What follows belongs to an exercise in optimizing a design on an open flow for small area, a short achievable clock period and few clock cycles per item; a production flow would make more cautious choices. Where RTL was checked, it was by simulation tests only, not by an equivalence proof against the original.

==> module ssa_front, before the edit <==
module ssa_front (
  input  logic                         clk,
  input  logic                         rst_n,
  input  logic                         adv,
  input  logic                         in_vld,
  input  logic [ssa_pkg::SAMPLE_W-1:0] sample,
  input  logic                         mode,
  output logic                         vld_o,
  output logic                         neg_o,
  output logic                         sub_o,
  output logic                         add_o,
  output logic                         q_o,
  output logic [18:0]                  rem_o,
  output logic [ssa_pkg::DEN_W-1:0]    den_o
);
  logic        v1, mode1, neg1;
  logic [15:0] m1, d1;
  assign m1 = sample[15] ? 16'(-sample) : sample;
  always_ff @(posedge clk) begin
    if (!rst_n) begin
      v1 <= 1'b0;
    end else if (adv) begin
      v1 <= in_vld;
    end
  end
  always_ff @(posedge clk) begin
    if (adv) begin
      mode1 <= mode;
      neg1  <= sample[15];
      d1    <= {m1[15:8] + 8'd1, m1[7:0]};
    end
  end
  logic        v2, mode2, neg2, act0, act1;
  logic [31:0] sq_s, sq_c;
  logic [30:0] ps, pc;
  logic [15:0] d2;
  ssa_sq u_sq (
    .d  (d1),
    .ps (sq_s),
    .pc (sq_c)
  );
  always_ff @(posedge clk) begin
    if (!rst_n) begin
      v2 <= 1'b0;
    end else if (adv) begin
      v2 <= v1;
    end
  end
  always_ff @(posedge clk) begin
    if (adv) begin
      mode2 <= mode1;
      neg2  <= neg1;
      act0  <= d1 < 16'd512;
      act1  <= !mode1 || (d1 <= 16'd724);
      d2    <= d1;
      ps    <= sq_s[30:0];
      pc    <= sq_c[30:0];
    end
  end
  logic [18:0] r1;
  always_comb begin
    if (!mode2) begin
      r1 = {3'b000, d2} - 19'd512;
    end else if (act0) begin
      r1 = 19'h2_0000 - ps[18:0] - pc[18:0];
    end else begin
      r1 = 19'h2_0000;
    end
  end
  always_ff @(posedge clk) begin
    if (!rst_n) begin
      vld_o <= 1'b0;
    end else if (adv) begin
      vld_o <= v2;
    end
  end
  always_ff @(posedge clk) begin
    if (adv) begin
      neg_o  <= neg2 & ~mode2;
      sub_o  <= act1 & ~r1[18];
      add_o  <= act1 & r1[18];
      den_o  <= mode2 ? ps + pc : {15'd0, d2};
      rem_o  <= r1;
      q_o    <= ~r1[18] & (act0 | ~mode2);
    end
  end
endmodule
clock: 6.5 ns
lec_check: 0
abc_area: 1
cap_margin: 20
core_margin: 2
core_utilization: 40
setup_slack_margin: 3.5
slew_margin: 20
run.sh (not shown) runs the stock make flow with config.mk's settings and CLKGATE_MAP_FILE= SYNTH_SCRIPT=/design/flow/synth_recipe.tcl, a recipe that flattens the netlist after the stock synthesis.
Testbench counts at the start, summed over its fixed seeds: cycles 16,288, items 16,000.
Then changed:
--- a/flow/design.v
+++ b/flow/design.v
@@ -81,13 +81,12 @@
       d1    <= {m1[15:8] + 8'd1, m1[7:0]};
     end
   end
   logic        v2, mode2, neg2, act0, act1;
   logic [31:0] sq_s, sq_c;
   logic [30:0] ps, pc;
-  logic [15:0] d2;
   ssa_sq u_sq (
     .d  (d1),
     .ps (sq_s),
     .pc (sq_c)
   );
   always_ff @(posedge clk) begin
@@ -100,21 +99,20 @@
   always_ff @(posedge clk) begin
     if (adv) begin
       mode2 <= mode1;
       neg2  <= neg1;
       act0  <= d1 < 16'd512;
       act1  <= !mode1 || (d1 <= 16'd724);
-      d2    <= d1;
-      ps    <= sq_s[30:0];
-      pc    <= sq_c[30:0];
+      ps    <= mode1 ? sq_s[30:0] : {15'd0, d1};
+      pc    <= mode1 ? sq_c[30:0] : 31'd0;
     end
   end
   logic [18:0] r1;
   always_comb begin
     if (!mode2) begin
-      r1 = {3'b000, d2} - 19'd512;
+      r1 = {3'b000, ps[15:0]} - 19'd512;
     end else if (act0) begin
       r1 = 19'h2_0000 - ps[18:0] - pc[18:0];
     end else begin
       r1 = 19'h2_0000;
     end
   end
@@ -127,13 +125,13 @@
   end
   always_ff @(posedge clk) begin
     if (adv) begin
       neg_o  <= neg2 & ~mode2;
       sub_o  <= act1 & ~r1[18];
       add_o  <= act1 & r1[18];
-      den_o  <= mode2 ? ps + pc : {15'd0, d2};
+      den_o  <= ps + pc;
       rem_o  <= r1;
       q_o    <= ~r1[18] & (act0 | ~mode2);
     end
   end
 endmodule
 module ssa_sq (
- The new run ran to the end with no violations
- worst setup slack gets worse by 140 ps
- sequential share of layout area drops by 0.38 points
- sequential cell count drops by 11
- core utilization hardly moves
- design area is about the same
- global-route usage drops by 0.55 points
- routed wire length drops by a few percent
Testbench counts after the change, summed over its fixed seeds: cycles 16,288, items 16,000.

---

Setup of job 2639:
softsign_activation_top, a different RTL version from the one above (not shown whole).
Size in the first run: roughly 5200 cells after synthesis, about 1100 flip-flops.
==> module softsign_activation_top, before the edit <==
module softsign_activation_top (
  input  logic                           clk,
  input  logic                           rst_n,
  input  logic                           in_tvalid,
  output logic                           in_tready,
  input  logic [ssa_pkg::SAMPLE_W-1:0]   in_tdata,
  output logic                           out_tvalid,
  input  logic                           out_tready,
  output logic [ssa_pkg::RESULT_W-1:0]   out_tdata,
  input  logic                           cfg_psel,
  input  logic                           cfg_penable,
  input  logic                           cfg_pwrite,
  input  logic [ssa_pkg::CFG_ADDR_W-1:0] cfg_paddr,
  input  logic [ssa_pkg::CFG_DATA_W-1:0] cfg_pwdata,
  output logic [ssa_pkg::CFG_DATA_W-1:0] cfg_prdata,
  output logic                           cfg_pready
);
  localparam int STEPS_PER_REG = 1;
  localparam int NS  = ssa_pkg::DIV_STEPS;
  localparam int DW  = ssa_pkg::DEN_W;
  function automatic integer roff(input integer j);
    roff = 17 * j + (j * (j - 1)) / 2;
  endfunction
  function automatic integer qoff(input integer j);
    qoff = (j * (j - 1)) / 2;
  endfunction
  logic mode;
  logic adv;
  logic [NS:0]              vld_c, mode_c, neg_c;
  logic [roff(NS+1)-1:0]    rem_c;
  logic [(NS+1)*DW-1:0]     den_c;
  logic [qoff(NS+1)-1:0]    quo_c;
  assign in_tready = adv;
  ssa_cfg u_cfg (
    .clk         (clk),
    .rst_n       (rst_n),
    .cfg_psel    (cfg_psel),
    .cfg_penable (cfg_penable),
    .cfg_pwrite  (cfg_pwrite),
    .cfg_paddr   (cfg_paddr),
    .cfg_pwdata  (cfg_pwdata),
    .cfg_prdata  (cfg_prdata),
    .cfg_pready  (cfg_pready),
    .mode        (mode)
  );
  ssa_front u_front (
    .clk    (clk),
    .rst_n  (rst_n),
    .adv    (adv),
    .in_vld (in_tvalid),
    .sample (in_tdata),
    .mode   (mode),
    .vld_o  (vld_c[0]),
    .mode_o (mode_c[0]),
    .neg_o  (neg_c[0]),
    .rem_o  (rem_c[0 +: 17]),
    .den_o  (den_c[0 +: DW])
  );
  for (genvar j = 0; j < NS; j++) begin : g_step
    localparam int RW = 17 + j;
    logic [RW:0]   rem_n;
    logic          qb;
    logic [j:0]    quo_n;
    ssa_div_stage #(.RW(RW)) u_div (
      .rem_i (rem_c[roff(j) +: RW]),
      .den   (den_c[j*DW +: DW]),
      .rem_o (rem_n),
      .q     (qb)
    );
    if (j == 0) begin : g_q0
      assign quo_n = qb;
    end else begin : g_qn
      assign quo_n = {quo_c[qoff(j) +: j], qb};
    end
    if (((j + 1) % STEPS_PER_REG == 0) || (j == NS - 1)) begin : g_reg
      logic          vld_r, mode_r, neg_r;
      logic [RW:0]   rem_r;
      logic [DW-1:0] den_r;
      logic [j:0]    quo_r;
      always_ff @(posedge clk) begin
        if (!rst_n) begin
          vld_r <= 1'b0;
        end else if (adv) begin
          vld_r <= vld_c[j];
        end
      end
      always_ff @(posedge clk) begin
        if (adv) begin
          mode_r <= mode_c[j];
          neg_r  <= neg_c[j];
          rem_r  <= rem_n;
          den_r  <= den_c[j*DW +: DW];
          quo_r  <= quo_n;
        end
      end
      assign vld_c[j+1]                 = vld_r;
      assign mode_c[j+1]                = mode_r;
      assign neg_c[j+1]                 = neg_r;
      assign rem_c[roff(j+1) +: RW + 1] = rem_r;
      assign den_c[(j+1)*DW +: DW]      = den_r;
      assign quo_c[qoff(j+1) +: j + 1]  = quo_r;
    end else begin : g_comb
      assign vld_c[j+1]                 = vld_c[j];
      assign mode_c[j+1]                = mode_c[j];
      assign neg_c[j+1]                 = neg_c[j];
      assign rem_c[roff(j+1) +: RW + 1] = rem_n;
      assign den_c[(j+1)*DW +: DW]      = den_c[j*DW +: DW];
      assign quo_c[qoff(j+1) +: j + 1]  = quo_n;
    end
  end
  ssa_back u_back (
    .clk      (clk),
    .rst_n    (rst_n),
    .vld_i    (vld_c[NS]),
    .mode_i   (mode_c[NS]),
    .neg_i    (neg_c[NS]),
    .quo_i    (quo_c[qoff(NS) +: NS]),
    .adv      (adv),
    .out_vld  (out_tvalid),
    .out_rdy  (out_tready),
    .out_data (out_tdata)
  );
endmodule
Settings: LEC_CHECK=0, CAP_MARGIN=20, CORE_MARGIN=2, CORE_UTILIZATION=40, SLEW_MARGIN=20; clock period 6.5 ns.
Changes in job 6263 relative to job 2639:
--- a/flow/design.v
+++ b/flow/design.v
@@ -211,9 +211,9 @@
   input  logic [ssa_pkg::CFG_DATA_W-1:0] cfg_pwdata,
   output logic [ssa_pkg::CFG_DATA_W-1:0] cfg_prdata,
   output logic                           cfg_pready
 );
-  localparam int STEPS_PER_REG = 1;
+  localparam int STEPS_PER_REG = 2;
   localparam int NS  = ssa_pkg::DIV_STEPS;
   localparam int DW  = ssa_pkg::DEN_W;
   function automatic integer roff(input integer j);
     roff = 17 * j + (j * (j - 1)) / 2;
==> comparison <==
- The flow did not stop early for job 6263: all stages ran, and the layout cleared the timing, design-rule and antenna checks.
- The die used by job 6263 is smaller than the one used by job 2639.
- Sort job 2639 and job 6263 by worst relative slew slack asc -> top: job 2639
- When job 6263 is measured against job 2639, its fmax turns out 16 MHz lower.
- [job 6263 vs job 2639] die span in y: lower in job 6263
- [compare] base=job 2639 new=job 6263: global placer's final weighted congestion essentially unchanged; utilization after layout shows an increase of 0.75 points.
- Job 6263 vs. job 2639: fraction of standard cell area that is sequential went down by 12 points.
- Sequential cell area in the final layout ends up higher on job 2639.
- For the count of standard-cell rows, job 6263 came in about 13% lower than job 2639 did.
- NOTE synthesized cell count job 2639->job 6263 decreased by more than 10%
No functional check of the RTL was part of any run of this note.

---

the baseline:
Another version of the RTL of softsign_activation_top (not shown whole).
Size in the first run: roughly 5200 cells after synthesis, ~1100 flip-flops, about 110 I/O pins.
==> module softsign_activation_top, before the edit <==
module softsign_activation_top (
  input  logic                           clk,
  input  logic                           rst_n,
  input  logic                           in_tvalid,
  output logic                           in_tready,
  input  logic [ssa_pkg::SAMPLE_W-1:0]   in_tdata,
  output logic                           out_tvalid,
  input  logic                           out_tready,
  output logic [ssa_pkg::RESULT_W-1:0]   out_tdata,
  input  logic                           cfg_psel,
  input  logic                           cfg_penable,
  input  logic                           cfg_pwrite,
  input  logic [ssa_pkg::CFG_ADDR_W-1:0] cfg_paddr,
  input  logic [ssa_pkg::CFG_DATA_W-1:0] cfg_pwdata,
  output logic [ssa_pkg::CFG_DATA_W-1:0] cfg_prdata,
  output logic                           cfg_pready
);
  localparam int STEPS_PER_REG = 1;
  localparam int NS  = ssa_pkg::DIV_STEPS;
  localparam int DW  = ssa_pkg::DEN_W;
  function automatic integer roff(input integer j);
    roff = 18 * j + (j * (j - 1)) / 2;
  endfunction
  function automatic integer qoff(input integer j);
    qoff = (j * (j - 1)) / 2;
  endfunction
  logic mode;
  logic adv;
  logic [NS:0]              vld_c, mode_c, neg_c;
  logic [roff(NS+1)-1:0]    rem_c;
  logic [(NS+1)*DW-1:0]     den_c;
  logic [qoff(NS+1)-1:0]    quo_c;
  assign in_tready = adv;
  ssa_cfg u_cfg (
    .clk         (clk),
    .rst_n       (rst_n),
    .cfg_psel    (cfg_psel),
    .cfg_penable (cfg_penable),
    .cfg_pwrite  (cfg_pwrite),
    .cfg_paddr   (cfg_paddr),
    .cfg_pwdata  (cfg_pwdata),
    .cfg_prdata  (cfg_prdata),
    .cfg_pready  (cfg_pready),
    .mode        (mode)
  );
  ssa_front u_front (
    .clk    (clk),
    .rst_n  (rst_n),
    .adv    (adv),
    .in_vld (in_tvalid),
    .sample (in_tdata),
    .mode   (mode),
    .vld_o  (vld_c[0]),
    .mode_o (mode_c[0]),
    .neg_o  (neg_c[0]),
    .rem_o  (rem_c[0 +: 18]),
    .den_o  (den_c[0 +: DW])
  );
  for (genvar j = 0; j < NS; j++) begin : g_step
    localparam int RW = 18 + j;
    logic [RW:0]   rem_n;
    logic          qb;
    logic [j:0]    quo_n;
    ssa_div_stage #(.RW(RW)) u_div (
      .rem_i (rem_c[roff(j) +: RW]),
      .den   (den_c[j*DW +: DW]),
      .rem_o (rem_n),
      .q     (qb)
    );
    if (j == 0) begin : g_q0
      assign quo_n = qb;
    end else begin : g_qn
      assign quo_n = {quo_c[qoff(j) +: j], qb};
    end
    if (((j + 1) % STEPS_PER_REG == 0) || (j == NS - 1)) begin : g_reg
      logic          vld_r, mode_r, neg_r;
      logic [RW:0]   rem_r;
      logic [DW-1:0] den_r;
      logic [j:0]    quo_r;
      always_ff @(posedge clk) begin
        if (!rst_n) begin
          vld_r <= 1'b0;
        end else if (adv) begin
          vld_r <= vld_c[j];
        end
      end
      always_ff @(posedge clk) begin
        if (adv) begin
          mode_r <= mode_c[j];
          neg_r  <= neg_c[j];
          rem_r  <= rem_n;
          den_r  <= den_c[j*DW +: DW];
          quo_r  <= quo_n;
        end
      end
      assign vld_c[j+1]                 = vld_r;
      assign mode_c[j+1]                = mode_r;
      assign neg_c[j+1]                 = neg_r;
      assign rem_c[roff(j+1) +: RW + 1] = rem_r;
      assign den_c[(j+1)*DW +: DW]      = den_r;
      assign quo_c[qoff(j+1) +: j + 1]  = quo_r;
    end else begin : g_comb
      assign vld_c[j+1]                 = vld_c[j];
      assign mode_c[j+1]                = mode_c[j];
      assign neg_c[j+1]                 = neg_c[j];
      assign rem_c[roff(j+1) +: RW + 1] = rem_n;
      assign den_c[(j+1)*DW +: DW]      = den_c[j*DW +: DW];
      assign quo_c[qoff(j+1) +: j + 1]  = quo_n;
    end
  end
  ssa_back u_back (
    .clk      (clk),
    .rst_n    (rst_n),
    .vld_i    (vld_c[NS]),
    .mode_i   (mode_c[NS]),
    .neg_i    (neg_c[NS]),
    .quo_i    (quo_c[qoff(NS) +: NS]),
    .adv      (adv),
    .out_vld  (out_tvalid),
    .out_rdy  (out_tready),
    .out_data (out_tdata)
  );
endmodule
==> flow/config.mk <==
export PLATFORM = sky130hd
export DESIGN_NAME = softsign_activation_top
export DESIGN_NICKNAME = softsign_activation_top
export VERILOG_FILES = /design/flow/design.v
export SDC_FILE = /design/flow/constraint.sdc
export NUM_CORES = 4
export LEC_CHECK = 0
export CAP_MARGIN = 20
export CORE_MARGIN = 2
export CORE_UTILIZATION = 40
export SLEW_MARGIN = 20
==> flow/constraint.sdc <==
create_clock -name core_clock -period 6.5 [get_ports {clk}]
set_input_delay 1.3000 -clock core_clock [delete_from_list [all_inputs] [get_ports {clk}]]
set_output_delay 1.3000 -clock core_clock [all_outputs]
set_load 0.01 [all_outputs]
Inputs modified between the baseline and the candidate:
-- flow/design.v --
<<< the baseline, line 210
  output logic                           cfg_pready
);
  localparam int STEPS_PER_REG = 1;
  localparam int NS  = ssa_pkg::DIV_STEPS;
  localparam int DW  = ssa_pkg::DEN_W;
>>> the candidate, line 210
  output logic                           cfg_pready
);
  localparam int STEPS_PER_REG = 2;
  localparam int NS  = ssa_pkg::DIV_STEPS;
  localparam int DW  = ssa_pkg::DEN_W;
Findings:
Compared the candidate vs the baseline, and data required time at the worst endpoint is down in the candidate. The candidate against the baseline; global-route wire length before repair is down by more than 10%. Against the baseline, worst-case hold slack in the candidate came out better. Sort the candidate and the baseline by well-tap cell count, descending, and the baseline comes first. Compared with the baseline, in the candidate share of synthesized cell area in full adder, half adder and majority cells saw an increase, routed wire length saw a decrease, overall die area saw a decrease, share of the clock period used by the worst path saw an increase.
No run of this note included a check of the RTL's function; only the layout flow was run.

-- separate check: timing with driven ports --
How much do the figures lean on ideal ports? The routed layouts below were timed once more, with nothing changed but the port constraints. Step 1 sets driving cells, clkbuf_16 on the clock port and buf_2 on the other inputs (assumed; they add their load-dependent delay and slew). Step 2 also shifts input and output timing later by t, the mid clock arrival at the registers, as if the neighbouring blocks saw the same clock. Slacks: ideal / step 1 / step 2; pairs: ideal / step 1.
run | t, ns | slack for setup (ns) | worst hold slack (ns)
the first run of note 1 | 0.801 | 3.471 / 3.471 / 2.991 | 0.386 / 0.386 / 0.386
the second run of note 1 | 0.807 | 3.334 / 3.334 / 3.015 | 0.401 / 0.401 / 0.401
job 2639 | 0.782 | 0.876 / 0.876 / 0.876 | 0.373 / 0.373 / 0.373
job 6263 | 0.690 | 0.305 / 0.305 / 0.305 | 0.395 / 0.395 / 0.395
the baseline | 0.798 | 1.207 / 1.207 / 1.207 | 0.409 / 0.409 / 0.409
the candidate | 0.706 | 0.120 / 0.120 / 0.120 | 0.412 / 0.412 / 0.412
After both steps every run listed still meets setup and hold. For the first run of note 1, which loses most, drivers alone change the setup slack by 0.000 ns; drivers and shift together by -0.480 ns.
